Source: an optimization exercise on an open RTL-to-GDS flow (aim: small area). Production flows keep margins and buffers that such runs may drop. In this exercise RTL edits were held to simulation tests only and were not proved equivalent to the original. Power is estimated from default activity; no workload was simulated.

==> design/flow/design.v <==
package pool_frame_buffer_pkg;
  localparam int PP = 8;
  localparam int DIM = 28;
  localparam int POOL = 2;
  localparam int OUT_DIM = DIM / POOL;
  localparam int N = OUT_DIM * OUT_DIM;
  localparam int AW = $clog2(N);
  typedef enum logic [1:0] {RD_IDLE, RD_LOAD, RD_STREAM} rd_state_t;
endpackage
import pool_frame_buffer_pkg::*;
module pfb_bank_ram
#(
  parameter int W = PP + 1,
  parameter int D = N
) (
  input  logic          clk,
  input  logic          sh,
  input  logic [W-1:0]  din,
  output logic [W-1:0]  head
);
  logic [W*D-1:0] sr;
  always_ff @(posedge clk) begin
    if (sh) sr <= {sr[W*(D-1)-1:0], din};
  end
  assign head = sr[W*D-1 -: W];
endmodule
import pool_frame_buffer_pkg::*;
module pool_frame_buffer
(
  input  logic          clk,
  input  logic          reset,
  input  logic [PP:0]   in_data,
  input  logic          in_valid,
  output logic [PP:0]   out_data,
  output logic [AW-1:0] out_idx,
  output logic          out_valid,
  input  logic          out_ready,
  output logic          out_last,
  output logic          frame_done,
  output logic          overflow
);
  localparam logic [AW-1:0] LAST = AW'(N - 1);
  logic wbank, rbank, wr_en, wr_last, hs, rel, ld, wfull;
  logic [1:0] bank_full, sh;
  logic [AW-1:0] wr_idx;
  logic [PP:0] head0, head1;
  assign wfull = wbank ? bank_full[1] : bank_full[0];
  assign wr_en = in_valid && !wfull;
  assign wr_last = wr_en && wr_idx == LAST;
  assign hs = out_valid && out_ready;
  assign out_last = out_idx[7] && out_idx[6] && out_idx[1] && out_idx[0];
  assign rel = hs && out_last;
  assign sh[0] = (wr_en && !wbank) || (hs && !rbank);
  assign sh[1] = (wr_en && wbank) || (hs && rbank);
  pfb_bank_ram #(.W(PP + 1), .D(N)) bank0 (.clk(clk), .sh(sh[0]), .din(in_data), .head(head0));
  pfb_bank_ram #(.W(PP + 1), .D(N)) bank1 (.clk(clk), .sh(sh[1]), .din(in_data), .head(head1));
  assign out_data = rbank ? head1 : head0;
  always_ff @(posedge clk) begin
    if (!reset) begin
      wbank <= 1'b0;
      rbank <= 1'b0;
      wr_idx <= '0;
      bank_full <= 2'b00;
      frame_done <= 1'b0;
      overflow <= 1'b0;
      ld <= 1'b0;
      out_valid <= 1'b0;
      out_idx <= '0;
    end else begin
      frame_done <= wr_last;
      if (in_valid && wfull) overflow <= 1'b1;
      if (wr_en) wr_idx <= wr_last ? '0 : wr_idx + AW'(1);
      if (wr_last) wbank <= !wbank;
      if (rel) rbank <= !rbank;
      bank_full <= (bank_full & ~(rel ? 2'b01 << rbank : 2'b00)) | (wr_last ? 2'b01 << wbank : 2'b00);
      ld <= !ld && !out_valid && (rbank ? bank_full[1] : bank_full[0]);
      if (ld) out_valid <= 1'b1;
      else if (rel) out_valid <= 1'b0;
      if (hs) out_idx <= out_last ? '0 : out_idx + AW'(1);
    end
  end
endmodule
==> design/flow/run.sh <==
#!/bin/bash
# synth_recipe.tcl (not shown) runs the flow's synth.tcl, then flattens the netlist and writes it again
# the make line also repeats each setting of config.mk as NAME=value (left out here)
make -C /OpenROAD-flow-scripts/flow DESIGN_CONFIG=/design/flow/config.mk WORK_HOME=/design/flow/orfs CLKGATE_MAP_FILE= SYNTH_SCRIPT=/design/flow/synth_recipe.tcl finish
==> design/flow/config.mk <==
export PLATFORM = sky130hd
export DESIGN_NAME = pool_frame_buffer
export DESIGN_NICKNAME = pool_frame_buffer
export VERILOG_FILES = /design/flow/design.v
export SDC_FILE = /design/flow/constraint.sdc
export NUM_CORES = 4
export LEC_CHECK = 0
export CAP_MARGIN = 20
export CORE_MARGIN = 2
export CORE_UTILIZATION = 40
export SLEW_MARGIN = 20
export SYNTH_MEMORY_MAX_BITS = 8192
==> design/flow/constraint.sdc <==
create_clock -name core_clock -period 10.0 [get_ports {clk}]
set_input_delay 2.0000 -clock core_clock [delete_from_list [all_inputs] [get_ports {clk}]]
set_output_delay 2.0000 -clock core_clock [all_outputs]
set_load 0.01 [all_outputs]
==> results.tsv, run 1 <==
metric	value	unit
cts_resized	0	
clockBufferDepth	4	
ctsHoldBuffers	0	
grt-ovfl-total	0	
p_per_area	236	nW/um2
rrSetupSlack	6.12	ns
synth_xor_xnor_area_share	0.000164	
worst_hold_startpoint	bank1.sr[1118]	
dieHeight	521	um
detailed_place.area	112000	um2
postCtsSetupBuffers	0	
worstHoldEndpoint	bank1.sr[1127]	
grt.busiest_layer	met1	
final_cells	7849	
synthTopCellsByArea	edfxtp_1 (99%), dfxtp_1 (0.45%), mux2_2 (0.11%)	
rsz0062_at_grt	false	
grt_pass1_vias	33700	
syn-instance-count	3661	
yosys.area_share.simple	0.00229	
status	complete, no violations	
htreeDepth	5	
clock-root-buffer	clkbuf_16	
rr_endpoint	bank1.sr[1104]	
area_growth	14.6	%
drc	0	
dp_hpwl	46600	um
fin_setup_tns	0	ns
reg2reg_from	rbank	
die_area	272000	um2
setup_violations	0	
yosysUniqueCellTypes	26	
port_buffers	33	
fmaxAchievable	201	MHz
route.vias.total	34200	
drt_iter0_drc	3146	
min_path_cells	0	
gp_congestion	0.693	
slew_viol_final	0	
yosysWarningCount	2	
vdd_drop_max	0.000137	V
grtUsageMet1	0.135	
syn-cell-area	107000	um2
netlist.area_leader.share	0.989	
period_minus_slack	4.97	ns
cts_tree	yes	
drt-wirelength-per-cell	14.8	um
async_reset_ff_frac	0	
synth_mux_area_frac	0.00124	
grt_use_met3	0.0203	
first_pass_iters	4	
dp_cells	7263	
routed_wl	116000	um
die_w	521	um
worst_pin_slew	1.08	ns
n_antenna_cell	0	
synth.most_common_cell	edfxtp_1	
synthTopCellsByCount	edfxtp_1 (3528), dfxtp_1 (24), a21oi_1 (17), o21ai_0 (15)	
finalCritPeriodShare	0.497	
fill_cells	21400	
crit_type	in2reg	
num_rows	189	
cts_sinks	3552	
track_usage	0.0835	
synth_top_family_by_area	simple AND/OR/NAND/NOR gates	
synth-compound-area-share	0.00210	
synth_edf_count	3528	
ant_nets	0	
io_pins	34	
cp_max_fo	86	
ys_ff_latch	3552	
synth.avg_cell_area	29.3	um2
r2r_cells	5	
synth_nets	3676	
maxCapViolCount	0	
cts_inserted_buffers	335	
grt_pass1_wl	188000	um
insertion_delay	0.85	ns
leakagePower	34.4	nW
clkTransAtPathRegs	0.06	ns
end_kind	flop	
layout-drive-gt1-share	0.117	
synth-seq-area-share	0.994	
startpoint	in_valid	
synth-adder-area-share	0.000234	
layout.nets	4083	
grt_use_met2	0.105	
start_kind	input pin	
max_slew_margin	0.281	
final_area	123000	um2
core_area	266000	um2
hold_class	reg2reg	
worstPathRequired	10.45	ns
fin_skew	0.0399	ns
vias_per_cell	4.36	
synth_top_area_cell	edfxtp_1	
cp.arrival	5.42	ns
grt_antenna_before_repair	1	
synth-main-ff-cell	edfxtp_1	
initial_core_util	0.403	
hold_viol_final	0	
hold_slack	0.390	ns
grt_max_degree	222	
state kept, by name, indices dropped and copies added (netlist names):
| name | cells |
|---|---|
| rbank | 1 |
| wbank | 1 |
| out_valid | 1 |
| bank_full | 2 |
| bank1.sr | 1764 |
| overflow | 1 |
| bank0.sr | 1764 |
| ld | 1 |
| wr_idx | 8 |
| frame_done | 1 |
| out_idx | 8 |
where the power goes:
group	internal [mW]	total, mW	leakage [nW]	switching [mW]
logic	0.0194	0.162	0.565	0.142
registers	16.7	16.8	28.8	0.108
clock network	6.88	12.0	5.05	5.11
total	23.6	29.0	34.4	5.36
layout make-up:
type | count | area, um2 | area share
clock buffers | 406 | 8760 | 0.0714
clock inverters | 179 | 1590 | 0.0129
repair buffers | 73 | 813 | 0.00663
multi-input cells | 96 | 676 | 0.00551
well taps | 3533 | 4420 | 0.0360
flip-flops and latches | 3552 | 106000 | 0.867
inverters | 10 | 37.5 | 0.000306
kinds of logic (layout without fill, tap and decap cells):
kind of cell / after synthesis / after routing
flip-flops: 3552 / 3552
AND/OR/NAND/NOR: 41 / 41
AO/OA/AOI/OAI: 39 / 39
buffers and inverters: 13 / 668
multiplexers: 12 / 12
adder cells (fa/ha/maj): 2 / 2
XOR/XNOR: 2 / 2
critical path, cell delays in order:
cell,delay (ns)
clkdlybuf4s50_1,0.64
inv_1,0.17
o32ai_4,0.74
buf_4,0.80
buf_4,0.92
per-layer routing:
| metal | vias to the layer above | part of all wire |
|---|---|---|
| met4 | 0 | 0.035 |
| li1 | 15800 | - |
| met2 | 466 | 0.40 |
| met1 | 17600 | 0.52 |
| met5 | - | 0 |
| met3 | 315 | 0.040 |
worst max-delay path by stage:
stage / cells past startpoint / slack (ns) / to
final: 5 / 5.03 / bank0.sr[683]
after floorplan: 2 / -32.74 / bank0.sr[0]
after global routing: 5 / 4.84 / bank0.sr[683]
after CTS: 5 / 5.11 / bank0.sr[683]
after detailed placement: 5 / 4.18 / bank0.sr[724]
after global placement: 5 / 4.27 / bank0.sr[715]
per-stage QoR:
stage                util  setup slack, ns  power (mW)
floorplan               -           -32.74        17.7
global route        0.462             4.84        30.0
CTS                 0.462             5.11        29.4
finish              0.462             5.03        29.0
global placement    0.423             4.27        17.3
detailed placement  0.423             4.18        17.3
cells in the final DEF, fill, tap and decap left out, types with 6 or more instances in the layout:
master,Yosys,layout
inv_6,0,10
buf_4,0,26
or3_1,10,10
dfxtp_1,24,24
clkinvlp_4,0,11
nand4_1,6,6
edfxtp_1,3528,3528
clkbuf_1,3,66
clkbuf_16,0,340
o21ai_0,15,14
clkinv_2,0,55
clkdlybuf4s50_1,0,33
mux2_2,10,10
bufinv_16,0,25
a21oi_1,17,17
clkinv_1,0,68
inv_1,10,10
nand3_1,6,6
buf_12,0,13
==> run 2: changes to the inputs <==
--- a/design/flow/design.v
+++ b/design/flow/design.v
@@ -16,12 +16,15 @@
   input  logic          clk,
   input  logic          sh,
-  input  logic [W-1:0]  din,
-  output logic [W-1:0]  head
+  input  logic          nsh,
+  input  logic [W-1:0]  din,     
+  output logic [W-1:0]  head,    
+  output logic [W-1:0]  next     
 );
   logic [W*D-1:0] sr;
   always_ff @(posedge clk) begin
-    if (sh) sr <= {sr[W*(D-1)-1:0], din};
+    sr <= ~(({(W*D){sh}} | sr) & ({(W*D){nsh}} | {sr[W*(D-1)-1:0], din}));
   end
   assign head = sr[W*D-1 -: W];
+  assign next = sr[W*(D-1)-1 -: W];
 endmodule
 import pool_frame_buffer_pkg::*;
@@ -41,8 +44,8 @@
 );
   localparam logic [AW-1:0] LAST = AW'(N - 1);
-  logic wbank, rbank, wr_en, wr_last, hs, rel, ld, wfull;
-  logic [1:0] bank_full, sh;
+  logic wbank, rbank, wr_en, wr_last, hs, rel, ld, wfull, p;
+  logic [1:0] bank_full, sh_n, sh, nsh;
   logic [AW-1:0] wr_idx;
-  logic [PP:0] head0, head1;
+  logic [PP:0] in_q, head0, head1, next0, next1, word0, word1;
   assign wfull = wbank ? bank_full[1] : bank_full[0];
   assign wr_en = in_valid && !wfull;
@@ -51,9 +54,17 @@
   assign out_last = out_idx[7] && out_idx[6] && out_idx[1] && out_idx[0];
   assign rel = hs && out_last;
-  assign sh[0] = (wr_en && !wbank) || (hs && !rbank);
-  assign sh[1] = (wr_en && wbank) || (hs && rbank);
-  pfb_bank_ram #(.W(PP + 1), .D(N)) bank0 (.clk(clk), .sh(sh[0]), .din(in_data), .head(head0));
-  pfb_bank_ram #(.W(PP + 1), .D(N)) bank1 (.clk(clk), .sh(sh[1]), .din(in_data), .head(head1));
-  assign out_data = rbank ? head1 : head0;
+  assign sh_n[0] = (wr_en && !wbank) || (hs && !rbank);
+  assign sh_n[1] = (wr_en && wbank) || (hs && rbank);
+  always_ff @(posedge clk) begin
+    p <= !p;
+    in_q <= in_data ^ {(PP + 1){!p}};
+    sh <= sh_n;
+    nsh <= ~sh_n;
+  end
+  pfb_bank_ram #(.W(PP + 1), .D(N)) bank0 (.clk(clk), .sh(sh[0]), .nsh(nsh[0]), .din(in_q), .head(head0), .next(next0));
+  pfb_bank_ram #(.W(PP + 1), .D(N)) bank1 (.clk(clk), .sh(sh[1]), .nsh(nsh[1]), .din(in_q), .head(head1), .next(next1));
+  assign word0 = sh[0] ? next0 : head0;
+  assign word1 = sh[1] ? next1 : head1;
+  assign out_data = (rbank ? word1 : word0) ^ {(PP + 1){p}};
   always_ff @(posedge clk) begin
     if (!reset) begin
--- a/design/flow/config.mk
+++ b/design/flow/config.mk
@@ -6,7 +6,10 @@
 export NUM_CORES = 4
 export LEC_CHECK = 0
+export ABC_AREA = 1
 export CAP_MARGIN = 20
 export CORE_MARGIN = 2
-export CORE_UTILIZATION = 40
+export CORE_UTILIZATION = 60
+export CTS_BUF_LIST = sky130_fd_sc_hd__clkbuf_4 sky130_fd_sc_hd__clkbuf_8
+export CTS_CLUSTER_SIZE = 30
 export SLEW_MARGIN = 20
 export SYNTH_MEMORY_MAX_BITS = 8192
==> run 2 against run 1 <==
Register-to-register slack worse by 0.84 ns. Final area fell by 11%. Still clean. Global-route usage is 9.4 points higher. Worst setup slack lost 0.48 ns. Clock power barely moved. Utilization increased by 21 points. Clock skew shrank 0.0081 ns. Sequential power grew 4%. Non-clock buffer count up 13. Flip-flop and latch count increased by 14.
==> results.tsv, run 2 <==
metric	value	unit	change
status	complete, no violations		unchanged
area_growth	11.0	%	was 14.6%
grt_pass1_vias	59100		was 33700
clockBufferDepth	4		unchanged
cts_resized	0		unchanged
top_regs	bank0.sr: 1764 flops, bank1.sr: 1764 flops, in_q: 9 flops		was bank0.sr: 1764 flops, bank1.sr: 1764 flops
path_common_cell	nand2_1		was buf_4
htreeDepth	6		was 5
detailed_place.area	98300	um2	was 112000 um2
yosysWarningCount	2		unchanged
core_area	163000	um2	was 266000 um2
netlist.area_leader.share	0.724		was 0.989
hold_class	reg2reg		unchanged
postCtsSetupBuffers	0		unchanged
num_rows	148		was 189
drt-wirelength-per-cell	14.4	um	was 14.8 um
min_path_cells	1		was 0
track_usage	0.177		was 0.0835
syn-instance-count	8134		was 3661
layout.nets	8004		was 4083
rsz0062_at_grt	false		unchanged
synth-main-ff-cell	dfxtp_1		was edfxtp_1
insertion_delay	1.00	ns	was 0.85 ns
synth_nets	8149		was 3676
synth_edf_count	0		was 3528
p_per_area	283	nW/um2	was 236 nW/um2
vias_per_cell	5.81		was 4.36
die_area	168000	um2	was 272000 um2
ctsHoldBuffers	0		unchanged
syn-cell-area	98700	um2	was 107000 um2
fmaxAchievable	184	MHz	was 201 MHz
final_area	110000	um2	was 123000 um2
grt_max_degree	273		was 222
maxCapViolCount	0		unchanged
slew_viol_final	0		unchanged
port_buffers	33		unchanged
max_slew_margin	0.0931		was 0.281
routed_wl	152000	um	was 116000 um
drc	0		unchanged
start_kind	flop		was input pin
dp_hpwl	75700	um	was 46600 um
reg2reg_from	sh[0]		was rbank
r2r_cells	5		unchanged
ant_nets	0		unchanged
crit_type	reg2out		was in2reg
route.vias.total	61200		was 34200
cts_tree	yes		unchanged
period_minus_slack	5.45	ns	was 4.97 ns
gp_congestion	0.730		was 0.693
drt_iter0_drc	2973		was 3146
io_pins	34		unchanged
worst_hold_startpoint	bank1.sr[683]		was bank1.sr[1118]
startpoint	sh[1]		was in_valid
synthTopCellsByCount	dfxtp_1 (3566), o22ai_1 (3519), buf_2 (684), nand2_1 (95), clkbuf_1 (56)		was edfxtp_1 (3528), dfxtp_1 (24), a21oi_1 (17), o21ai_0 (15)
final_common_cell	dfxtp_1		was edfxtp_1
dieHeight	410	um	was 521 um
cts_inserted_buffers	559		was 335
total_power	31.0	mW	was 29.0 mW
initial_core_util	0.605		was 0.403
worst_pin_slew	1.36	ns	was 1.08 ns
synth.avg_cell_area	12.1	um2	was 29.3 um2
fin_skew	0.0318	ns	was 0.0399 ns
setup_violations	0		unchanged
fin_setup_tns	0	ns	unchanged
synth-seq-area-share	0.724		was 0.994
die_w	410	um	was 521 um
leakagePower	41.6	nW	was 34.4 nW
grt-ovfl-total	0		unchanged
finalCritPeriodShare	0.545		was 0.497
cp_max_fo	96		was 86
async_reset_ff_frac	0		unchanged
layout-drive-gt1-share	0.119		was 0.117
layout_common_cells	dfxtp_1 (3562), o22ai_1 (3519), clkbuf_8 (704), clkbuf_4 (168), nand2_1 (95)		was edfxtp_1 (3528), clkbuf_16 (340), clkinv_1 (68), clkbuf_1 (66), clkinv_2 (55)
critPathMaxStageDelay	0.96	ns	was 0.92 ns
grt_antenna_before_repair	2		was 1
clkTransAtPathRegs	0.07	ns	was 0.06 ns
yosysUniqueCellTypes	29		was 26
end_kind	primary output		was flop
hold_viol_final	0		unchanged
ys_ff_latch	3566		was 3552
clock-root-buffer	clkbuf_8		was clkbuf_16
worstPathRequired	8.00	ns	was 10.45 ns
synth_top_area_cell	dfxtp_1		was edfxtp_1
path_cells	inv_1 > nand2_1 > o211ai_1 > nand2_1 > xor2_1 > clkdlybuf4s50_1		was clkdlybuf4s50_1 > inv_1 > o32ai_4 > buf_4 > buf_4
synth.most_common_cell	dfxtp_1		was edfxtp_1
first_pass_iters	5		was 4
slowest_stage	dfxtp_4		was buf_4
cp.arrival	3.45	ns	was 5.42 ns
synthTopCellsByArea	dfxtp_1 (72%), o22ai_1 (22%), buf_2 (3.5%)		was edfxtp_1 (99%), dfxtp_1 (0.45%), mux2_2 (0.11%)
grt_pass1_wl	265000	um	was 188000 um
cts_sinks	3566		was 3552
vdd_drop_max	0.000199	V	was 0.000137 V
run 2: cell types whose count changed in the layout (fill, tap and decap cells not counted), moves of 66 or more:
cell / previous run / this run
dfxtp_1: 24 / 3562
edfxtp_1: 3528 / 0
o22ai_1: 0 / 3519
clkbuf_8: 0 / 704
clkbuf_16: 340 / 0
clkbuf_4: 0 / 168
nand2_1: 5 / 95
clkinv_1: 68 / 1
clkbuf_1: 66 / 0
run 2: worst paths after layout:
check                        to  slack, ns
setup / recovery    out_data[1]       4.55
hold / removal    bank1.sr[692]       0.41
setup reg to reg  bank0.sr[422]       5.28
hold reg to reg   bank1.sr[692]       0.41
run 2: final cells by class:
| cell class | count | area (um2) |
|---|---|---|
| Sequential cell | 3566 | 71400 |
| Clock buffer | 872 | 11000 |
| Fill cell | 12500 | 53400 |
| Multi-Input combinational cell | 3740 | 23100 |
| Inverter | 36 | 135 |
| Antenna cell | 2 | 5.00 |
| Timing Repair Buffer | 86 | 932 |
| Clock inverter | 42 | 300 |
| Tap cell | 2175 | 2720 |
run 2: where the power goes:
part           internal [mW]  switching, mW
sequential              16.3           1.08
clock                   6.97           5.08
combinational          0.936          0.612
run 2: cell families after synthesis:
group                      synth area share
AOI/OAI and AO/OA                     0.225
xor gates and xnor gates            0.00115
buffers and inverters                0.0423
and+or+nand+nor                     0.00753
adders and majority gates          0.000254
DFF                                   0.724
run 2: critical path: cells and delay by family, from the launching register on:
family	cells	cell delay, ns
DFF	1	0.96
buffers and inverters	2	0.95
and+or+nand+nor	2	0.27
xor gates and xnor gates	1	0.15
AOI/OAI and AO/OA	1	0.09
run 2: stage by stage:
stage	setup WS, ns	hold WS, ns	util	std cells
floorplan	6.92	0.412	-	8134
global placement	5.46	0.416	0.603	9603
detailed placement	5.38	0.422	0.603	9603
CTS	4.39	0.400	0.672	10500
global route	4.21	0.428	0.672	10500
finish	4.55	0.406	0.672	10500
run 2: layer usage:
layer  wire length (um)  vias to the layer above  GRT usage
met5                  0                        -          0
met4               3950                        0     0.0736
met3               5560                      325     0.0413
met2              66400                      648      0.278
met1              75600                    28600      0.236
li1                   -                    31600          -
==> run 3: changes to the inputs <==
--- a/design/flow/config.mk
+++ b/design/flow/config.mk
@@ -10,6 +10,4 @@
 export CORE_MARGIN = 2
 export CORE_UTILIZATION = 60
-export CTS_BUF_LIST = sky130_fd_sc_hd__clkbuf_4 sky130_fd_sc_hd__clkbuf_8
-export CTS_CLUSTER_SIZE = 30
 export SLEW_MARGIN = 20
 export SYNTH_MEMORY_MAX_BITS = 8192
==> run 3 against run 2 <==
Still clean. Via count decreased by 1.9%. Synthesized area is the same. Fmax grew 2.4%. Count of clock-buffer cells in the layout down 369. Critical path type unchanged.
==> results.tsv, run 3 <==
metric	value	unit	change
cts_sinks	3566		unchanged
syn-cell-area	98700	um2	unchanged
yosysUniqueCellTypes	29		unchanged
dp_hpwl	75700	um	unchanged
ctsHoldBuffers	0		unchanged
slew_viol_final	0		unchanged
grt_pass1_vias	57300		was 59100
fin_setup_tns	0	ns	unchanged
die_area	168000	um2	unchanged
drc	0		unchanged
path_common_cell	nand2_1		unchanged
gp_congestion	0.730		unchanged
first_pass_iters	5		unchanged
setup_violations	0		unchanged
initial_core_util	0.605		unchanged
finalCritPeriodShare	0.532		was 0.545
fin_skew	0.0413	ns	was 0.0318 ns
start_kind	flop		unchanged
track_usage	0.174		was 0.177
grt_pass1_wl	261000	um	was 265000 um
worst-path-buf-inv	2		unchanged
clock-root-buffer	clkbuf_16		was clkbuf_8
top_regs	bank0.sr: 1764 flops, bank1.sr: 1764 flops, in_q: 9 flops		unchanged
path_cells	inv_1 > nand2_1 > o211ai_1 > nand2_1 > xor2_1 > clkdlybuf4s50_1		unchanged
synth_edf_count	0		unchanged
layout_common_cells	dfxtp_1 (3562), o22ai_1 (3519), clkbuf_16 (356), nand2_1 (95), clkbuf_8 (79)		was dfxtp_1 (3562), o22ai_1 (3519), clkbuf_8 (704), clkbuf_4 (168), nand2_1 (95)
grt-ovfl-total	0		unchanged
core_area	163000	um2	unchanged
grt_max_degree	273		unchanged
worst_pin_slew	1.18	ns	was 1.36 ns
cts_inserted_buffers	344		was 559
final_common_cell	dfxtp_1		unchanged
synth_top_area_cell	dfxtp_1		unchanged
route.vias.total	60000		was 61200
area_growth	10.9	%	was 11.0%
p_per_area	288	nW/um2	was 283 nW/um2
synth-seq-area-share	0.724		unchanged
postCtsSetupBuffers	0		unchanged
synthTopCellsByArea	dfxtp_1 (72%), o22ai_1 (22%), buf_2 (3.5%)		unchanged
ant_nets	0		unchanged
hold_viol_final	0		unchanged
clockBufferDepth	4		unchanged
ys_ff_latch	3566		unchanged
routed_wl	149000	um	was 152000 um
drt_iter0_drc	2973		unchanged
synth_nets	8149		unchanged
maxCapViolCount	0		unchanged
synth-main-ff-cell	dfxtp_1		unchanged
vias_per_cell	5.89		was 5.81
num_rows	148		unchanged
clkTransAtPathRegs	0.06	ns	was 0.07 ns
slowest_stage	dfxtp_4		unchanged
vdd_drop_max	0.000200	V	was 0.000199 V
fmaxAchievable	188	MHz	was 184 MHz
netlist.area_leader.share	0.724		unchanged
status	complete, no violations		unchanged
yosysWarningCount	2		unchanged
post-route-util	0.672		about the same
layout-drive-gt1-share	0.0747		was 0.119
max_slew_margin	0.210		was 0.0931
syn-instance-count	8134		unchanged
insertion_delay	0.91	ns	was 1.00 ns
port_buffers	33		unchanged
hold_class	reg2reg		unchanged
fill_cells	12400		was 12500
grt_antenna_before_repair	0		was 2
synth.avg_cell_area	12.1	um2	unchanged
total_power	31.5	mW	was 31.0 mW
htreeDepth	5		was 6
async_reset_ff_frac	0		unchanged
period_minus_slack	5.32	ns	was 5.45 ns
synth.most_common_cell	dfxtp_1		unchanged
drt-wirelength-per-cell	14.7	um	was 14.4 um
end_kind	primary output		unchanged
dieHeight	410	um	unchanged
leakagePower	41.2	nW	was 41.6 nW
io_pins	34		unchanged
cts_resized	0		unchanged
n_antenna_cell	0		was 2
layout.nets	7789		was 8004
synthTopCellsByCount	dfxtp_1 (3566), o22ai_1 (3519), buf_2 (684), nand2_1 (95), clkbuf_1 (56)		unchanged
path_delay_family	flip-flops		unchanged
die_w	410	um	unchanged
rsz0062_at_grt	false		unchanged
critPathMaxStageDelay	0.96	ns	about the same
cp.arrival	3.32	ns	was 3.45 ns
crit_type	reg2out		unchanged
cp_max_fo	96		unchanged
worstPathRequired	8.00	ns	about the same
cts_tree	yes		unchanged
## run 3: cell families (layout without fill, tap and decap cells)
family / count (synthesis) / after routing / synth area share
AO/OA/AOI/OAI: 3556 / 3556 / 0.225
XOR/XNOR: 13 / 13 / 0.00115
adder cells (fa/ha/maj): 2 / 2 / 0.000254
buffers and inverters: 828 / 712 / 0.0423
flip-flops: 3566 / 3566 / 0.724
AND/OR/NAND/NOR: 169 / 169 / 0.00753
## run 3: worst paths after layout
path | start | to | slack (ns) | depth (start not counted)
setup / recovery | sh[1] | out_data[7] | 4.68 | 6
hold / removal | bank1.sr[1632] | bank1.sr[1641] | 0.40 | 1
setup reg to reg | sh[0] | bank0.sr[440] | 5.31 | 5
hold reg to reg | bank1.sr[1632] | bank1.sr[1641] | 0.40 | 1
## run 3: final cells by class
cell class                      count  area, um2  share of cell area
Clock inverter                     87        900             0.00822
Tap cell                         2175       2720              0.0249
Inverter                           36        135             0.00123
Clock buffer                      503      10300              0.0937
Sequential cell                  3566      71400               0.652
Multi-Input combinational cell   3740      23100               0.211
Timing Repair Buffer               86        932             0.00852
## run 3: worst reg2reg max path: stages (launching register included)
cell and delay (ns):
dfxtp_4 0.83, buf_4 0.75, buf_4 0.95, buf_4 0.91, buf_12 0.66, o22ai_1 0.44
## run 3: routing by layer
metal  track usage  wire length, um  share of wire
met1         0.237            75500           0.51
met2         0.282            66000           0.44
met3        0.0323             4420          0.030
met4        0.0577             3380          0.023
met5             0                0              0
## run 3: through the flow
step | std cells | setup slack [ns] | instance area, um2 | hold WS, ns
floorplan | 8134 | 6.92 | 98700 | 0.412
global placement | 9603 | 5.46 | 98300 | 0.416
detailed placement | 9603 | 5.38 | 98300 | 0.422
CTS | 10200 | 4.57 | 109000 | 0.399
global route | 10200 | 4.37 | 109000 | 0.421
finish | 10200 | 4.68 | 109000 | 0.401
## run 3: power breakdown
part | total [mW] | leakage, nW | internal, mW | switching (mW)
clock | 12.5 | 5.54 | 7.53 | 4.98
combinational | 1.55 | 5.71 | 0.936 | 0.616
sequential | 17.4 | 29.9 | 16.3 | 1.09
total | 31.5 | 41.2 | 24.8 | 6.69
==> run 4: changes to the inputs <==
--- a/design/flow/config.mk
+++ b/design/flow/config.mk
@@ -10,4 +10,7 @@
 export CORE_MARGIN = 2
 export CORE_UTILIZATION = 60
+export CTS_BUF_LIST = sky130_fd_sc_hd__clkbuf_2 sky130_fd_sc_hd__clkbuf_4 sky130_fd_sc_hd__clkbuf_8
+export CTS_CLUSTER_DIAMETER = 50
+export CTS_CLUSTER_SIZE = 20
 export SLEW_MARGIN = 20
 export SYNTH_MEMORY_MAX_BITS = 8192
==> run 4 against run 3 <==
Die area unchanged. Critical path type unchanged. Power fell by 18%. Combinational power is essentially flat. Register-to-register slack better by 0.02 ns. Fmax is 1.6% lower. Highest routed layer unchanged. Global-route usage shrank 0.58 points. Wire length down 3.2%. Largest cell class unchanged. Still clean on timing, DRC and antenna.
==> results.tsv, run 4 <==
metric	value	unit	change
hold_viol_final	0		unchanged
cts_inserted_buffers	217		was 344
pwr-share-comb	0.060		was 0.049
fill_cells	13100		was 12400
syn-cell-area	98700	um2	unchanged
async_reset_ff_frac	0		unchanged
first_pass_iters	5		unchanged
synth-seq-area-share	0.724		unchanged
reg2reg_from	sh[0]		unchanged
drc	0		unchanged
seqPwrFrac	0.671		was 0.553
regArea	71400	um2	unchanged
grt_pass1_wl	254000	um	was 261000 um
p_per_area	252	nW/um2	was 288 nW/um2
synth.avg_cell_area	12.1	um2	unchanged
p_switching	5.88	mW	was 6.69 mW
cts_sinks	3566		unchanged
ys_ff_latch	3566		unchanged
die_w	410	um	unchanged
synthTopCellsByArea	dfxtp_1 (72%), o22ai_1 (22%), buf_2 (3.5%)		unchanged
start_kind	flop		unchanged
maxCapViolCount	0		unchanged
area_growth	4.21	%	was 10.9%
min_path_cells	1		unchanged
netlist.area_leader.share	0.724		unchanged
period_minus_slack	5.41	ns	was 5.32 ns
initial_core_util	0.605		unchanged
grt_antenna_before_repair	1		was 0
multi_input_area	23100	um2	unchanged
slew_viol_final	0		unchanged
internal-power	20.0	mW	was 24.8 mW
drt-wirelength-per-cell	14.5	um	was 14.7 um
synth.most_common_cell	dfxtp_1		unchanged
vdd_drop_max	0.000166	V	was 0.000200 V
worstHoldEndpoint	bank1.sr[1287]		was bank1.sr[1641]
rsz0062_at_grt	false		unchanged
max_slew_margin	0.183		was 0.210
status	complete, no violations		unchanged
track_usage	0.169		was 0.174
clock-root-buffer	clkbuf_8		was clkbuf_16
io_pins	34		unchanged
fin_skew	0.0320	ns	was 0.0413 ns
fin_ws	4.59	ns	was 4.68 ns
r2r_cells	5		unchanged
num_rows	148		unchanged
postCtsSetupBuffers	0		unchanged
setup_violations	0		unchanged
fmaxAchievable	185	MHz	was 188 MHz
grt_max_degree	273		unchanged
yosysUniqueCellTypes	29		unchanged
synth_top_area_cell	dfxtp_1		unchanged
routed_wl	145000	um	was 149000 um
route.vias.total	59000		was 60000
synth_nets	8149		unchanged
synth_edf_count	0		unchanged
final_cells	9951		was 10200
insertion_delay	0.97	ns	was 0.91 ns
end_kind	primary output		unchanged
ctsHoldBuffers	0		unchanged
vias_per_cell	5.93		was 5.89
cp.arrival	3.41	ns	was 3.32 ns
dp_hpwl	75700	um	unchanged
rrSetupSlack	5.33	ns	was 5.31 ns
clkTransAtPathRegs	0.10	ns	was 0.06 ns
finalCritPeriodShare	0.541		was 0.532
clkPwrFrac	0.270		was 0.398
cts_tree	yes		unchanged
layout_common_cells	dfxtp_1 (3562), o22ai_1 (3519), clkbuf_8 (244), nand2_1 (95), buf_4 (36)		was dfxtp_1 (3562), o22ai_1 (3519), clkbuf_16 (356), nand2_1 (95), clkbuf_8 (79)
clockBufferDepth	3		was 4
port_buffers	33		unchanged
die_area	168000	um2	unchanged
top_regs	bank0.sr: 1764 flops, bank1.sr: 1764 flops, in_q: 9 flops		unchanged
dieHeight	410	um	unchanged
leakagePower	38.0	nW	was 41.2 nW
synth-main-ff-cell	dfxtp_1		unchanged
dp_cells	9603		unchanged
dpl_worst_slack	5.38	ns	unchanged
cp_max_fo	96		unchanged
worstPathRequired	8.00	ns	about the same
cts_resized	0		unchanged
worst_hold_startpoint	bank1.sr[1278]		was bank1.sr[1632]
drt_iter0_drc	3095		was 2973
layout-drive-gt1-share	0.0543		was 0.0747
crit_type	reg2out		unchanged
yosysWarningCount	2		unchanged
rr_endpoint	bank0.sr[422]		was bank0.sr[440]
worst_pin_slew	1.23	ns	was 1.18 ns
synthTopCellsByCount	dfxtp_1 (3566), o22ai_1 (3519), buf_2 (684), nand2_1 (95), clkbuf_1 (56)		unchanged
core_area	163000	um2	unchanged
final_common_cell	dfxtp_1		unchanged
ant_nets	0		unchanged
layout.nets	7662		was 7789
grt_pass1_vias	55600		was 57300
hold_class	reg2reg		unchanged
htreeDepth	4		was 5
syn-instance-count	8134		unchanged
grt-ovfl-total	0		unchanged
netSwitchingFraction	0.227		was 0.212
fin_setup_tns	0	ns	unchanged
gp_congestion	0.730		unchanged
[run 4: cell counts after synthesis]
No cell type changed its count.
[run 4: cell type report]
type / instances / area share
Sequential cell: 3566 / 0.694
Multi-Input combinational cell: 3740 / 0.225
Clock buffer: 264 / 0.0341
Tap cell: 2175 / 0.0265
Clock inverter: 81 / 0.00978
Timing Repair Buffer: 86 / 0.00907
Inverter: 36 / 0.00131
Antenna cell: 3 / 0.0000730
[run 4: per-stage QoR]
step	cell area, um2	utilization	power [mW]	hold slack, ns
final	103000	0.631	25.9	0.409
after global routing	103000	0.631	27.2	0.425
after CTS	103000	0.631	26.3	0.404
after detailed placement	98300	0.603	19.3	0.422
after global placement	98300	0.603	19.1	0.416
after floorplan	98700	-	18.8	0.412
[run 4: how the worst max path moves through the flow]
stage,start,end,slack (ns),cells past startpoint
6_report,sh[1],out_data[1],4.59,6
5_1_grt,sh[1],out_data[7],4.25,6
4_1_cts,sh[1],out_data[7],4.44,6
3_5_place_dp,sh[0],bank0.sr[422],5.38,5
3_3_place_gp,sh[0],bank0.sr[404],5.46,5
2_1_floorplan,sh[1],out_data[1],6.92,7
[run 4: cell families after synthesis]
| logic type | synth area share |
|---|---|
| buf+inv | 0.0423 |
| simple gates | 0.00753 |
| flops | 0.724 |
| xor+xnor | 0.00115 |
| compound gates | 0.225 |
| fa+ha+maj | 0.000254 |
[run 4: routing by layer]
| metal | track usage | part of all wire |
|---|---|---|
| met1 | 0.234 | 0.52 |
| met2 | 0.275 | 0.44 |
| met3 | 0.0285 | 0.026 |
| met4 | 0.0443 | 0.018 |
| met5 | 0 | 0 |
[run 4: power groups by stage]
stage               clock, mW  sequential, mW  combinational [mW]
CTS                      7.32            17.4                1.56
finish                   6.99            17.4                1.54
global route             7.81            17.6                1.77
global placement            0            17.7                1.47
detailed placement          0            17.7                1.56
floorplan                   0            17.4                1.40
[run 4: worst max-delay path, stage by stage, from the launching register on]
cell and delay, ns:
dfxtp_4 0.98, inv_1 0.40, nand2_1 0.17, o211ai_1 0.09, nand2_1 0.10, xor2_1 0.15
clkdlybuf4s50_1 0.55
==> run 5: changes to the inputs <==
==> design/flow/flow/run.sh (new file) <==
#!/bin/bash
# Standard layout (the standard.sh, unchanged synthesis) with two CTS/port-buffer options:
# clock tree built without dummy loads, and small buffers on the ports.
set -e
export CTS_ARGS="-sink_clustering_enable -repair_clock_nets -dont_use_dummy_load -buf_list {sky130_fd_sc_hd__clkbuf_2 sky130_fd_sc_hd__clkbuf_4 sky130_fd_sc_hd__clkbuf_8} -sink_clustering_size 20 -sink_clustering_max_diameter 50"
export BUFFER_PORTS_ARGS="-buffer_cell sky130_fd_sc_hd__buf_1"
bash standard.sh > standard.log 2>&1
==> design/flow/standard.sh (new file) <==
#!/bin/bash
# synth_recipe.tcl (not shown) runs the flow's synth.tcl, then flattens the netlist and writes it again
# the make line also repeats each setting of config.mk as NAME=value (left out here)
make -C /OpenROAD-flow-scripts/flow DESIGN_CONFIG=/design/flow/config.mk WORK_HOME=/design/flow/orfs CLKGATE_MAP_FILE= SYNTH_SCRIPT=/design/flow/synth_recipe.tcl "${@:-finish}"
removed: design/flow/run.sh
==> run 5 against run 4 <==
Worst setup slack better by 0.20 ns. Count of clock-buffer cells in the layout down 48. Die area unchanged. Flip-flop and latch count unchanged. Utilization down 1.0 points. Power down 4.6%. Synthesized cell count unchanged. Largest power group unchanged.
==> results.tsv, run 5 <==
metric	value	unit	change
layout.nets	7664		was 7662
htreeDepth	4		unchanged
hold_class	reg2reg		unchanged
ant_nets	0		unchanged
track_usage	0.165		was 0.169
hold_slack	0.390	ns	was 0.409 ns
worst_pin_slew	1.20	ns	was 1.23 ns
drt_iter0_drc	2848		was 3095
top_regs	bank0.sr: 1764 flops, bank1.sr: 1764 flops, in_q: 9 flops		unchanged
period_minus_slack	5.21	ns	was 5.41 ns
layout_common_cells	dfxtp_1 (3562), o22ai_1 (3519), clkbuf_8 (216), nand2_1 (95), buf_4 (36)		was dfxtp_1 (3562), o22ai_1 (3519), clkbuf_8 (244), nand2_1 (95), buf_4 (36)
finalCritPeriodShare	0.521		was 0.541
syn-instance-count	8134		unchanged
drt-wirelength-per-cell	14.4	um	was 14.5 um
leakagePower	37.1	nW	was 38.0 nW
worstHoldEndpoint	bank1.sr[1744]		was bank1.sr[1287]
grt_antenna_before_repair	1		unchanged
fin_skew	0.0397	ns	was 0.0320 ns
total_power	24.7	mW	was 25.9 mW
synth_nets	8149		unchanged
port_buffers	33		unchanged
fmaxAchievable	192	MHz	was 185 MHz
drc	0		unchanged
post-route-util	0.621		was 0.631
maxCapViolCount	0		unchanged
netlist.area_leader.share	0.724		unchanged
num_rows	148		unchanged
final_common_cell	dfxtp_1		unchanged
io_pins	34		unchanged
grt-ovfl-total	0		unchanged
r2r_cells	5		unchanged
setup_violations	0		unchanged
initial_core_util	0.605		unchanged
synthTopCellsByArea	dfxtp_1 (72%), o22ai_1 (22%), buf_2 (3.5%)		unchanged
routed_wl	141000	um	was 145000 um
die_area	168000	um2	unchanged
clkTransAtPathRegs	0.11	ns	was 0.10 ns
grt_max_degree	276		was 273
core_area	163000	um2	unchanged
clockBufferDepth	3		unchanged
syn-cell-area	98700	um2	unchanged
fin_setup_tns	0	ns	unchanged
insertion_delay	0.96	ns	was 0.97 ns
rrSetupSlack	5.12	ns	was 5.33 ns
cts_sinks	3566		unchanged
end_kind	primary output		unchanged
rsz0062_at_grt	false		unchanged
vias_per_cell	5.96		was 5.93
hold_viol_final	0		unchanged
yosysUniqueCellTypes	29		unchanged
synth-main-ff-cell	dfxtp_1		unchanged
slew_viol_final	0		unchanged
startpoint	sh[1]		unchanged
synth-seq-area-share	0.724		unchanged
synth.most_common_cell	dfxtp_1		unchanged
yosysWarningCount	2		unchanged
first_pass_iters	5		unchanged
async_reset_ff_frac	0		unchanged
grt_pass1_vias	54900		was 55600
status	complete, no violations		unchanged
min_path_cells	1		unchanged
cts_resized	0		unchanged
route.vias.total	58500		was 59000
gp_congestion	0.700		was 0.730
grt_pass1_wl	249000	um	was 254000 um
ys_ff_latch	3566		unchanged
dp_hpwl	74200	um	was 75700 um
synth_edf_count	0		unchanged
synth_top_area_cell	dfxtp_1		unchanged
cts_inserted_buffers	216		was 217
clock-root-buffer	clkbuf_8		unchanged
crit_type	reg2out		unchanged
rr_endpoint	bank1.sr[188]		was bank0.sr[422]
p_per_area	244	nW/um2	was 252 nW/um2
synthTopCellsByCount	dfxtp_1 (3566), o22ai_1 (3519), buf_2 (684), nand2_1 (95), clkbuf_1 (56)		unchanged
die_w	410	um	unchanged
cp_max_fo	110		was 96
worstPathRequired	8.00	ns	about the same
layout-drive-gt1-share	0.0387		was 0.0543
postCtsSetupBuffers	0		unchanged
max_slew_margin	0.201		was 0.183
cp.arrival	3.21	ns	was 3.41 ns
reg2reg_from	sh[1]		was sh[0]
detailed_place.area	98100	um2	was 98300 um2
area_growth	2.51	%	was 4.21%
cts_tree	yes		unchanged
final_area	101000	um2	was 103000 um2
dieHeight	410	um	unchanged
worst_hold_startpoint	bank1.sr[1735]		was bank1.sr[1278]
start_kind	flop		unchanged
synth.avg_cell_area	12.1	um2	unchanged
ctsHoldBuffers	0		unchanged
vdd_drop_max	0.000160	V	was 0.000166 V
## run 5: changes by cell type in the layout (fill, tap and decap cells not counted), moves of 17 or more
cell	change
buf_1	+33
bufinv_16	-17
clkbuf_4	-20
clkdlybuf4s50_1	-33
clkbuf_8	-28
clkinv_2	-23
## run 5: report_power, final
| part | internal (mW) | switching, mW | total (mW) |
|---|---|---|---|
| logic | 0.932 | 0.607 | 1.54 |
| registers | 16.3 | 1.07 | 17.4 |
| clock network | 1.94 | 3.87 | 5.81 |
| total | 19.2 | 5.55 | 24.7 |
## run 5: stage by stage
stage	setup WS, ns	std cells
after floorplan	6.92	8134
after global routing	4.42	9823
after detailed placement	5.17	9603
after CTS	4.63	9819
after global placement	5.27	9603
final	4.79	9826
## run 5: metal layers
metal	track usage	up-vias	routed length (um)
met4	0.0449	0	2870
li1	-	30500	-
met2	0.270	314	62500
met3	0.0283	217	3700
met5	0	-	0
met1	0.226	27500	72400
## run 5: worst max-delay path: stages (launching register included)
cell	delay, ns
dfxtp_4	1.06
inv_1	0.45
nand2_1	0.18
o211ai_1	0.10
nand2_1	0.11
xor2_1	0.15
buf_1	0.20
## run 5: kinds of logic (layout without fill, tap and decap cells)
group	after synthesis	in the layout	share of synthesized area
xor+xnor	13	13	0.00115
flops	3566	3566	0.724
other cells	0	4	0
fa+ha+maj	2	2	0.000254
simple gates	169	169	0.00753
compound gates	3556	3556	0.225
buf+inv	828	341	0.0423
## run 5: worst max-delay path by stage
stage,end,slack [ns],cells after the start
global placement,bank1.sr[359],5.27,5
global route,out_data[1],4.42,6
floorplan,out_data[1],6.92,7
finish,out_data[7],4.79,6
detailed placement,bank1.sr[293],5.17,5
CTS,out_data[7],4.63,6
## run 5: final cells by class
type | instances | area [um2]
sequential | 3566 | 71400
fill | 13100 | 61800
multi-input combinational | 3740 | 23100
clock buffer | 216 | 2970
tap | 2175 | 2720
timing repair buffer | 89 | 792
inverter | 36 | 135
antenna | 4 | 10.0
==> run 6: changes to the inputs <==
--- a/design/flow/config.mk
+++ b/design/flow/config.mk
@@ -9,5 +9,5 @@
 export CAP_MARGIN = 20
 export CORE_MARGIN = 2
-export CORE_UTILIZATION = 60
+export CORE_UTILIZATION = 80
 export CTS_BUF_LIST = sky130_fd_sc_hd__clkbuf_2 sky130_fd_sc_hd__clkbuf_4 sky130_fd_sc_hd__clkbuf_8
 export CTS_CLUSTER_DIAMETER = 50
==> run 6 against run 5 <==
Fmax shrank 4.6%. Clock power shrank 3%. Via count grew 1.5%. Final cell count shrank 5.8%. Register-to-register slack gained 0.44 ns. Worst setup slack lost 0.25 ns. Largest cell class unchanged.
==> results.tsv, run 6 <==
metric	value	unit	change
synthTopCellsByArea	dfxtp_1 (72%), o22ai_1 (22%), buf_2 (3.5%)		unchanged
htreeDepth	4		unchanged
layout.nets	7644		was 7664
synthTopCellsByCount	dfxtp_1 (3566), o22ai_1 (3519), buf_2 (684), nand2_1 (95), clkbuf_1 (56)		unchanged
reg2reg_from	sh[1]		unchanged
worst_hold_startpoint	bank0.sr[115]		was bank1.sr[1735]
cts_tree	yes		unchanged
ant_nets	0		unchanged
num_rows	128		was 148
grt-ovfl-total	0		unchanged
synth_nets	8149		unchanged
post-route-util	0.821		was 0.621
vias_per_cell	6.42		was 5.96
drc	0		unchanged
synth-main-ff-cell	dfxtp_1		unchanged
route.vias.total	59400		was 58500
drt_iter0_drc	3553		was 2848
end_kind	primary output		unchanged
cts_resized	0		unchanged
cts_inserted_buffers	203		was 216
setup_violations	0		unchanged
cp.arrival	3.46	ns	was 3.21 ns
layout_common_cells	dfxtp_1 (3562), o22ai_1 (3519), clkbuf_8 (203), nand2_1 (95), inv_1 (34)		was dfxtp_1 (3562), o22ai_1 (3519), clkbuf_8 (216), nand2_1 (95), buf_4 (36)
p_per_area	246	nW/um2	was 244 nW/um2
finalCritPeriodShare	0.546		was 0.521
status	complete, no violations		unchanged
worstPathRequired	8.00	ns	about the same
clockBufferDepth	3		unchanged
core_area	122000	um2	was 163000 um2
start_kind	flop		unchanged
drt-wirelength-per-cell	16.3	um	was 14.4 um
cts_sinks	3566		unchanged
syn-cell-area	98700	um2	unchanged
grt_max_degree	295		was 276
cp_max_fo	87		was 110
hold_class	reg2reg		unchanged
io_pins	34		unchanged
grt_pass1_wl	258000	um	was 249000 um
leakagePower	37.0	nW	was 37.1 nW
fill_cells	7156		was 13100
yosysWarningCount	2		unchanged
max_slew_margin	0.207		was 0.201
rsz0062_at_grt	false		unchanged
dieHeight	355	um	was 410 um
fin_setup_tns	0	ns	unchanged
synth_edf_count	0		unchanged
routed_wl	151000	um	was 141000 um
synth_top_area_cell	dfxtp_1		unchanged
area_growth	1.61	%	was 2.51%
period_minus_slack	5.46	ns	was 5.21 ns
slew_viol_final	0		unchanged
ys_ff_latch	3566		unchanged
dp_hpwl	84000	um	was 74200 um
grt_antenna_before_repair	1		unchanged
vdd_drop_max	0.000189	V	was 0.000160 V
layout-drive-gt1-share	0.0362		was 0.0387
ctsHoldBuffers	0		unchanged
syn-instance-count	8134		unchanged
worst_pin_slew	1.19	ns	was 1.20 ns
startpoint	sh[0]		was sh[1]
netlist.area_leader.share	0.724		unchanged
grt_pass1_vias	56600		was 54900
synth.avg_cell_area	12.1	um2	unchanged
port_buffers	33		unchanged
initial_core_util	0.808		was 0.605
total_power	24.6	mW	was 24.7 mW
track_usage	0.233		was 0.165
gp_congestion	0.774		was 0.700
yosysUniqueCellTypes	29		unchanged
die_area	126000	um2	was 168000 um2
crit_type	reg2out		unchanged
postCtsSetupBuffers	0		unchanged
hold_viol_final	0		unchanged
fmaxAchievable	183	MHz	was 192 MHz
die_w	355	um	was 410 um
async_reset_ff_frac	0		unchanged
synth.most_common_cell	dfxtp_1		unchanged
fin_skew	0.0406	ns	was 0.0397 ns
first_pass_iters	5		unchanged
clock-root-buffer	clkbuf_8		unchanged
clkTransAtPathRegs	0.10	ns	was 0.11 ns
top_regs	bank0.sr: 1764 flops, bank1.sr: 1764 flops, in_q: 9 flops		unchanged
insertion_delay	0.94	ns	was 0.96 ns
synth-seq-area-share	0.724		unchanged
maxCapViolCount	0		unchanged
final_common_cell	dfxtp_1		unchanged
-- run 6: cell counts after synthesis --
No cell type changed its count.
-- run 6: power by group --
part           leakage (nW)  switching, mW  internal [mW]
combinational          5.65          0.647          0.931
sequential             29.9           1.14           16.3
clock                  1.46           3.81           1.83
total                  37.0           5.59           19.1
-- run 6: cells by family (layout without fill, tap and decap cells) --
group | after synthesis | in the layout | synth area share
xor gates and xnor gates | 13 | 13 | 0.00115
adders and majority gates | 2 | 2 | 0.000254
buffers and inverters | 828 | 321 | 0.0423
AOI/OAI and AO/OA | 3556 | 3556 | 0.225
other | 0 | 1 | 0
DFF | 3566 | 3566 | 0.724
and+or+nand+nor | 169 | 169 | 0.00753
-- run 6: metrics by stage --
stage	hold WS [ns]	cell area, um2	setup WS, ns	instances
floorplan	0.412	98700	6.92	8134
global placement	0.416	97400	5.56	9046
detailed placement	0.422	97400	5.40	9046
CTS	0.404	100000	4.48	9249
global route	0.410	100000	4.26	9253
finish	0.408	100000	4.54	9253
-- run 6: worst paths after layout --
| kind | endpoint | slack [ns] | depth (start not counted) |
|---|---|---|---|
| max | out_data[6] | 4.54 | 8 |
| max reg2reg | bank1.sr[1005] | 5.56 | 6 |
| min | bank0.sr[124] | 0.41 | 1 |
| min reg2reg | bank0.sr[124] | 0.41 | 1 |
-- run 6: layout make-up --
| cell class | count | area, um2 | share of cell area |
|---|---|---|---|
| Antenna cell | 1 | 2.50 | 0.0000250 |
| Clock buffer | 203 | 2790 | 0.0279 |
| Inverter | 36 | 135 | 0.00135 |
| Multi-Input combinational cell | 3740 | 23100 | 0.230 |
| Sequential cell | 3566 | 71400 | 0.712 |
| Tap cell | 1625 | 2030 | 0.0203 |
| Timing Repair Buffer | 82 | 776 | 0.00774 |
-- run 6: layer usage --
metal,track usage,share of wire,vias to the layer above
li1,-,-,30400
met1,0.320,0.49,28100
met2,0.389,0.46,585
met3,0.0341,0.029,228
met4,0.0627,0.020,0
met5,0,0,-
-- run 6: critical path, cell delays in order, from the launching register on --
cell and delay [ns]:
dfxtp_4 0.71, buf_4 0.72, inv_1 0.27, o21ai_0 0.23, nand2_1 0.10, nand2_1 0.10, nand2_1 0.06, nand2_1 0.12
buf_1 0.16
==> run 7: changes to the inputs <==
==> design/flow/config.mk (replaced) <==
export PLATFORM = sky130hd
export DESIGN_NAME = pool_frame_buffer
export DESIGN_NICKNAME = pool_frame_buffer
export VERILOG_FILES = /design/flow/design.v
export SDC_FILE = /design/flow/constraint.sdc
export NUM_CORES = 4
export LEC_CHECK = 0
export ABC_AREA = 1
export CAP_MARGIN = 5
export CORE_MARGIN = 2
export CORE_UTILIZATION = 80
export SLEW_MARGIN = 5
export SYNTH_MEMORY_MAX_BITS = 8192
==> run 7 against run 6 <==
Still clean on timing, DRC and antenna. Clock skew about the same. Non-clock buffer count down 3. Synthesized cell count unchanged. Worst setup slack worse by 0.0059 ns. Critical path depth unchanged. Sequential share of layout area up 0.067 points. Hold slack worse by 0.00064 ns. Final area about the same. Combinational power about the same. First-iteration DRC count down 1.3%. Synthesized area unchanged. Flip-flop and latch count unchanged. Largest cell class unchanged.
==> results.tsv, run 7 <==
metric	value	unit	change
status	complete, no violations		unchanged
syn-instance-count	8134		unchanged
period_minus_slack	5.47	ns	was 5.46 ns
hold_class	reg2reg		unchanged
grt_max_degree	295		unchanged
startpoint	sh[0]		unchanged
hold_slack	0.408	ns	about the same
end_kind	primary output		unchanged
cts_tree	yes		unchanged
insertion_delay	0.94	ns	about the same
layout-drive-gt1-share	0.0358		was 0.0362
worstPathRequired	8.00	ns	about the same
fmaxAchievable	183	MHz	about the same
synth_nets	8149		unchanged
cp-endpoint	out_data[6]		unchanged
hold_viol_final	0		unchanged
synth_edf_count	0		unchanged
setup_violations	0		unchanged
io_pins	34		unchanged
crit_type	reg2out		unchanged
p_per_area	246	nW/um2	about the same
finalCritPeriodShare	0.547		was 0.546
rr_endpoint	bank1.sr[1005]		unchanged
ctsHoldBuffers	0		unchanged
dp_cells	9046		unchanged
layout_common_cells	dfxtp_1 (3562), o22ai_1 (3519), clkbuf_8 (203), nand2_1 (95), inv_1 (34)		unchanged
syn-cell-area	98700	um2	unchanged
cp.arrival	3.47	ns	was 3.46 ns
grt-ovfl-total	0		unchanged
r2r_cells	5		was 6
rsz0062_at_grt	false		unchanged
die_w	355	um	unchanged
port_buffers	33		unchanged
path_cells	buf_4 > inv_1 > o21ai_0 > nand2_1 > nand2_1 > nand2_1 > nand2_1 > buf_1		unchanged
dieHeight	355	um	unchanged
max_slew_margin	0.0732		was 0.207
gp_congestion	0.774		unchanged
dp_hpwl	84000	um	unchanged
grt_pass1_vias	56600		unchanged
synthTopCellsByCount	dfxtp_1 (3566), o22ai_1 (3519), buf_2 (684), nand2_1 (95), clkbuf_1 (56)		unchanged
first_pass_iters	5		unchanged
leakagePower	37.0	nW	about the same
cp_max_fo	87		unchanged
ys_ff_latch	3566		unchanged
initial_core_util	0.808		unchanged
layout.nets	7641		was 7644
clkTransAtPathRegs	0.11	ns	was 0.10 ns
slowest_stage	dfxtp_4		was buf_4
async_reset_ff_frac	0		unchanged
ant_nets	0		unchanged
path_common_cell	nand2_1		unchanged
critPathMaxStageDelay	0.72	ns	about the same
final_common_cell	dfxtp_1		unchanged
drt-wirelength-per-cell	16.2	um	was 16.3 um
worst_pin_slew	1.39	ns	was 1.19 ns
synth.most_common_cell	dfxtp_1		unchanged
cts_resized	0		unchanged
num_rows	128		unchanged
htreeDepth	4		unchanged
synth-main-ff-cell	dfxtp_1		unchanged
maxCapViolCount	0		unchanged
netlist.area_leader.share	0.724		unchanged
drc	0		unchanged
synth_top_area_cell	dfxtp_1		unchanged
grt_pass1_wl	258000	um	unchanged
fin_skew	0.0401	ns	was 0.0406 ns
vias_per_cell	6.43		was 6.42
yosysUniqueCellTypes	29		unchanged
fin_setup_tns	0	ns	unchanged
drt_iter0_drc	3507		was 3553
synth.avg_cell_area	12.1	um2	unchanged
clock-root-buffer	clkbuf_8		unchanged
synthTopCellsByArea	dfxtp_1 (72%), o22ai_1 (22%), buf_2 (3.5%)		unchanged
rrSetupSlack	5.31	ns	was 5.56 ns
die_area	126000	um2	unchanged
cts_sinks	3566		unchanged
track_usage	0.233		unchanged
slew_viol_final	0		unchanged
synth-seq-area-share	0.724		unchanged
grt_antenna_before_repair	1		unchanged
reg2reg_from	sh[1]		unchanged
area_growth	1.51	%	was 1.61%
core_area	122000	um2	unchanged
top_regs	bank0.sr: 1764 flops, bank1.sr: 1764 flops, in_q: 9 flops		unchanged
yosysWarningCount	2		unchanged
clockBufferDepth	3		unchanged
postCtsSetupBuffers	0		unchanged
vdd_drop_max	0.000189	V	about the same
route.vias.total	59500		was 59400
start_kind	flop		unchanged
cts_inserted_buffers	203		unchanged
routed_wl	150000	um	was 151000 um
final_cells	9250		was 9253
## run 7: report_power, final
group | switching, mW | leakage, nW | internal [mW]
Sequential | 1.14 | 29.9 | 16.3
Clock | 3.80 | 1.46 | 1.83
Combinational | 0.645 | 5.61 | 0.930
Total | 5.59 | 37.0 | 19.1
## run 7: cells by family (layout without fill, tap and decap cells)
kind of cell / Yosys count / after routing / share of synthesized area
compound gates: 3556 / 3556 / 0.225
xor+xnor: 13 / 13 / 0.00115
fa+ha+maj: 2 / 2 / 0.000254
buf+inv: 828 / 318 / 0.0423
flops: 3566 / 3566 / 0.724
other cells: 0 / 1 / 0
simple gates: 169 / 169 / 0.00753
## run 7: metal layers
metal  share of wire  track usage
met5               0            0
met2            0.46        0.389
met1            0.49        0.320
met3           0.028       0.0341
met4           0.020       0.0627
## run 7: critical path: cells and delay by family, from the launching register on
| family | cells | cell delay [ns] |
|---|---|---|
| AND/OR/NAND/NOR | 4 | 0.37 |
| buffers and inverters | 3 | 1.15 |
| AO/OA/AOI/OAI | 1 | 0.24 |
| flip-flops | 1 | 0.72 |
## run 7: layout make-up
class                           count  area [um2]
Antenna cell                        1        2.50
Clock buffer                      203        2790
Fill cell                        7184       21900
Inverter                           36         135
Multi-Input combinational cell   3740       23100
Sequential cell                  3566       71400
Tap cell                         1625        2030
Timing Repair Buffer               79         682
## run 7: worst min path at each step
stage / cells past startpoint / end / startpoint
after floorplan: 1 / bank0.sr[1000] / bank0.sr[991]
after global placement: 1 / bank0.sr[527] / bank0.sr[518]
after detailed placement: 1 / bank1.sr[547] / bank1.sr[538]
after CTS: 1 / bank0.sr[124] / bank0.sr[115]
after global routing: 1 / bank0.sr[124] / bank0.sr[115]
final: 1 / bank1.sr[945] / bank1.sr[936]
## run 7: per-stage QoR
step / worst slack [ns] / area (um2) / util / power, mW
finish: 4.53 / 100000 / 0.821 / 24.6
floorplan: 6.92 / 98700 / - / 18.8
global placement: 5.56 / 97400 / 0.798 / 19.1
detailed placement: 5.40 / 97400 / 0.798 / 19.3
CTS: 4.48 / 100000 / 0.821 / 24.8
global route: 4.26 / 100000 / 0.821 / 25.7

==> static timing again, ports no longer ideal <==
The results above use ideal ports. As a check the final layouts listed here were re-extracted and re-timed, cells and wires unchanged. Step 1 (the two cells are an assumption about what drives the block):
set clk [get_ports {clk}]
set_driving_cell -lib_cell sky130_fd_sc_hd__clkbuf_16 $clk
set_driving_cell -lib_cell sky130_fd_sc_hd__buf_2 [delete_from_list [all_inputs] $clk]
Step 2, shift: input delay + t, output delay - t, t = (earliest + latest rising clock arrival at the registers) / 2. This alone moves slack from input paths to output paths. Three values: ideal, step 1, step 2; two values: the first two.
run	t (ns)	setup WS [ns]	hold slack, ns	worst setup path at the end	worst data-port slew with drivers (ns)
run 1	0.908	5.032 / 5.088 / 4.180	0.390 / 0.390 / 0.390	input to register	0.04
run 2	1.068	4.552 / 4.476 / 5.282	0.406 / 0.406 / 0.406	register to register	0.05
run 3	0.966	4.677 / 4.601 / 5.311	0.401 / 0.401 / 0.401	register to register	0.05
run 4	1.026	4.592 / 4.516 / 5.327	0.409 / 0.409 / 0.409	register to register	0.05
run 5	1.023	4.791 / 4.718 / 5.116	0.390 / 0.390 / 0.390	register to register	0.06
run 6	0.981	4.541 / 4.472 / 5.453	0.408 / 0.408 / 0.408	register to output	0.03
run 7	0.977	4.535 / 4.467 / 5.307	0.408 / 0.408 / 0.408	register to register	0.03
After both steps every run listed still meets setup and hold. For run 1, which loses most, drivers alone change the setup slack by +0.056 ns; drivers and shift together by -0.852 ns.
